Background: an optimization exercise with open tools, aiming at small area, a short achievable clock period and few clock cycles per item. Do not read the settings as production practice. Only simulation tests tie the RTL to the original design; equivalence was not proved. No activity file was given, so power comes from the tool's default toggle rates.

## build 50
## conv_top
module conv_top
(
    input  logic        clk,
    input  logic        rst,
    input  logic        start,
    input  logic [19:0] cfg_weight_base,
    input  logic [19:0] cfg_bias_base,
    input  logic [19:0] cfg_data_base,
    input  logic [19:0] cfg_result_base,
    input  logic [9:0]  cfg_rownum,
    input  logic [9:0]  cfg_columnnum,
    input  logic [9:0]  cfg_filternum,
    input  logic [7:0]  mem_rdata,
    output logic        mem_en,
    output logic        mem_we,
    output logic [19:0] mem_addr,
    output logic [7:0]  mem_wdata,
    output logic        conv_finish
);
    localparam logic [1:0] PH_LOAD  = 2'd0;
    localparam logic [1:0] PH_DATA  = 2'd1;
    localparam logic [1:0] PH_DRAIN = 2'd2;
    logic        busy;
    logic [1:0]  phase;
    logic [3:0]  tapcnt;       
    logic [19:0] wptr;
    logic [19:0] bptr;
    logic [19:0] rptr;
    logic [19:0] db;
    logic [19:0] cp;           
    logic [9:0]  nrows;
    logic [9:0]  ncols;
    logic [9:0]  rowcnt;       
    logic [9:0]  colcnt;       
    logic [9:0]  filtcnt;      
    logic [1:0]  wrow;         
    logic        rfirst;
    logic        cfirst;
    logic        en_q;
    logic        we_q;
    logic [19:0] addr_q;
    logic [7:0]  wdata_q;
    logic        tv0, tv1, tv2;
    logic [2:0]  tp0, tp1, tp2;
    logic [1:0]  te0, te1, te2;
    logic        t3_first, t3_initrow, t3_emit_a, t3_emit_b;
    logic        t4_emit_a, t4_emit_b;
    logic        t5_emit_b;
    logic        write_due;
    logic        rd_data;
    logic        rd_weight;
    logic        rd_bias;
    logic        rlast;
    logic        clast;
    logic        flast;
    logic        rd_first;
    logic        rd_last;
    logic        drained;
    logic [19:0] off;
    logic        off_cin;
    logic [19:0] data_addr;
    logic [19:0] ptr;
    logic [19:0] ptr_inc;
    logic [5:0]  tag_d;
    assign write_due = t4_emit_a || t5_emit_b;
    assign rd_data   = busy && !write_due && (phase == PH_DATA);
    assign rd_weight = busy && !write_due && (phase == PH_LOAD) && (tapcnt != 4'd9);
    assign rd_bias   = busy && !write_due && (phase == PH_LOAD) && (tapcnt == 4'd9);
    assign rlast     = (rowcnt == 10'd1);
    assign clast     = (colcnt == 10'd1);
    assign flast     = (filtcnt == 10'd1);
  ...
Size: about 2,300 cells after synthesis, roughly 440 flip-flops, roughly 150 I/O pins.
==> flow/config.mk <==
export PLATFORM = sky130hd
export DESIGN_NAME = conv_top
export DESIGN_NICKNAME = conv_top
export VERILOG_FILES = /design/flow/design.v
export SDC_FILE = /design/flow/constraint.sdc
export NUM_CORES = 4
export LEC_CHECK = 0
export CAP_MARGIN = 20
export CORE_MARGIN = 2
export CORE_UTILIZATION = 60
export CTS_CLUSTER_DIAMETER = 80
export CTS_CLUSTER_SIZE = 24
export SLEW_MARGIN = 20
==> flow/constraint.sdc <==
create_clock -name core_clock -period 11.5 [get_ports {clk}]
set_input_delay 2.3000 -clock core_clock [delete_from_list [all_inputs] [get_ports {clk}]]
set_output_delay 2.3000 -clock core_clock [all_outputs]
set_load 0.01 [all_outputs]
standard.sh (not shown) runs the stock make flow with config.mk's settings and CLKGATE_MAP_FILE= SYNTH_SCRIPT=/design/flow/synth_recipe.tcl, a recipe that flattens the netlist after the stock synthesis.
==> flow/flow/run.sh <==
#!/bin/bash
# The standard layout (the standard.sh, unchanged synthesis and steps),
# with the timing repair aiming at a setup slack of SETUP_SLACK_MARGIN ns
# instead of 0, so that it sizes and buffers the paths for a shorter period,
# and the smallest buffer on the ports (timing repair upsizes those that
# need it). The clock period and every constraint stay the design's.
set -euo pipefail
export SETUP_SLACK_MARGIN=${SETUP_SLACK_MARGIN:-8}
export BUFFER_PORTS_ARGS="-buffer_cell sky130_fd_sc_hd__buf_1"
export CTS_ARGS="-sink_clustering_enable -sink_clustering_size 24 -sink_clustering_max_diameter 80 -distance_between_buffers 400 -repair_clock_nets"
bash standard.sh > standard.log 2>&1
Testbench counts of build 50, summed over its fixed seeds: cycles 42,564, results 10,859.
[inputs] build 72 vs build 50
--- a/flow/flow/run.sh
+++ b/flow/flow/run.sh
@@ -10 +10 @@
-export CTS_ARGS="-sink_clustering_enable -sink_clustering_size 24 -sink_clustering_max_diameter 80 -distance_between_buffers 400 -repair_clock_nets"
+export CTS_ARGS="-sink_clustering_enable -sink_clustering_size 32 -sink_clustering_max_diameter 70 -dont_use_dummy_load -repair_clock_nets"
==> summary.txt <==
Per the comparison of build 72 with build 50, number of filler cells placed in the layout increased by 0.62% relative to the old numbers; clock period minus worst slack closely matched the old numbers; share of power burned in combinational logic increased by 0.7 points relative to the old numbers. Clock-buffer cell count: build 72 vs build 50 down about 20%. Summary of build 72 over build 50: fraction of standard cell area that is sequential climbed 0.22 points; final cell count moved down; final worst slack about even. Build 72: total length of routed met2 wires 210 um above build 50. Wire: build 72 routes more than build 50. The maximum achievable frequency on build 50 is in line with that on build 72. Going from build 50 to build 72, global-route wire length before repair grows by 0.79%.
What build 26 does differently from build 72 at the input level:
- CORE_UTILIZATION changed from 60 to 75
- PLACE_DENSITY newly set to 0.85
==> comparison <==
Comparing portion of total power attributed to the clock network for build 26 and build 72, the smaller number came from build 26.
Per the comparison of build 26 with build 72, setup slack now sits higher, utilization went up by 16 points.
--- input diff build 26..build 74 ---
- PLACE_DENSITY no longer set, was 0.85
- CORE_UTILIZATION now 60, was 75
--- a/flow/flow/run.sh
+++ b/flow/flow/run.sh
@@ -10 +10 @@
-export CTS_ARGS="-sink_clustering_enable -sink_clustering_size 32 -sink_clustering_max_diameter 70 -dont_use_dummy_load -repair_clock_nets"
+export CTS_ARGS="-sink_clustering_enable -dont_use_dummy_load -repair_clock_nets"
Looking at the reports, build 74 completed the entire flow and the layout it produced met the timing, DRC and antenna checks.
Diff build 74 and build 26: total CTS buffers lower in build 26
For build 26, the uppermost layer routed was met4, unlike build 74, where it was met5.
Taking build 26 as the reference point, the flip-flop and latch share of the layout cell area of build 74 falls by 1.2 points.
Diff build 26 -> build 74: layout filler cell count up 1,380; combinational share of power lower.
### build 74 -> build 11
--- a/flow/flow/run.sh
+++ b/flow/flow/run.sh
@@ -10 +10 @@
-export CTS_ARGS="-sink_clustering_enable -dont_use_dummy_load -repair_clock_nets"
+export CTS_ARGS="-sink_clustering_enable -sink_clustering_size 24 -sink_clustering_max_diameter 80 -dont_use_dummy_load -repair_clock_nets"
Findings:
Build 11 — non-clock buffer count 0.52% lower, build 74 as reference. Against build 74, via count in build 11 fell slightly. Delta(leakage component of the power, build 11 - build 74) < 0. Fmax: build 11 lower than build 74. Diff build 74 -> build 11: design area now sits lower; fraction of met2 tracks used by global routing went down. Compared with build 74, in build 11 final critical-path required period rose 0.045 ns, peak supply drop fell 0.020 mV, overall power consumption fell 8.4%, worst setup margin fell 0.045 ns.
Input-level comparison between build 66 and build 11:
- a change of CTS_CLUSTER_DIAMETER from 80 to 70
- an added TNS_END_PERCENT of 20
- a change of CTS_CLUSTER_SIZE from 24 to 32
- a change of CORE_UTILIZATION from 60 to 75
- an added PLACE_DENSITY of 0.85
--- a/flow/flow/run.sh
+++ b/flow/flow/run.sh
@@ -10 +10 @@
-export CTS_ARGS="-sink_clustering_enable -sink_clustering_size 24 -sink_clustering_max_diameter 80 -dont_use_dummy_load -repair_clock_nets"
+export CTS_ARGS="-sink_clustering_enable -sink_clustering_size 32 -sink_clustering_max_diameter 70 -dont_use_dummy_load -repair_clock_nets"
[summary]
Run comparison: build 66 critical path launch point wrow[1]$_SDFFCE_PP0P_; build 11 critical path launch point addr_q[0]$_DFF_P_. Proportion of cell area occupied by registers delta (build 66 -> build 11): insignificant. Build 11 -> build 66: total power flat. Changes observed in build 66 relative to build 11: relative area change from synthesis to final layout barely changed, cell area after layout barely changed. [diff] leakage power of the design, build 66 relative to build 11: regression. For power share of the sequential group, build 11 and build 66 come out practically identical.

-- separate check: timing with driven ports --
The results above use ideal ports. As a check the final layouts listed here were re-extracted and re-timed, cells and wires unchanged.
Step 1 (the two cells are an assumption about what drives the block):
set clk [get_ports {clk}]
set_driving_cell -lib_cell sky130_fd_sc_hd__clkbuf_16 $clk
set_driving_cell -lib_cell sky130_fd_sc_hd__buf_2 [delete_from_list [all_inputs] $clk]
Step 2 moves the port delays by t, midway between the first and last clock arrival at a register: inputs arrive t later, outputs are due t later. That takes back most of the time a late clock gives input paths.
a / b / c = ideal / step 1 / step 2; a / b = the first two.
| run | shift t [ns] | setup WS [ns] | worst data-port slew with drivers (ns) |
|---|---|---|---|
| build 50 | 0.640 | 8.052 / 7.993 / 8.139 | 0.08 |
| build 72 | 0.633 | 8.053 / 7.993 / 8.118 | 0.07 |
| build 26 | 0.594 | 8.064 / 8.010 / 8.123 | 0.08 |
| build 74 | 0.619 | 8.091 / 8.035 / 8.130 | 0.07 |
| build 11 | 0.623 | 8.046 / 7.991 / 8.134 | 0.07 |
| build 66 | 0.605 | 8.024 / 8.024 / 7.984 | 0.10 |
After both steps every run listed still meets setup and hold. For build 66, which loses most, drivers alone change the setup slack by 0.000 ns; drivers and shift together by -0.040 ns.
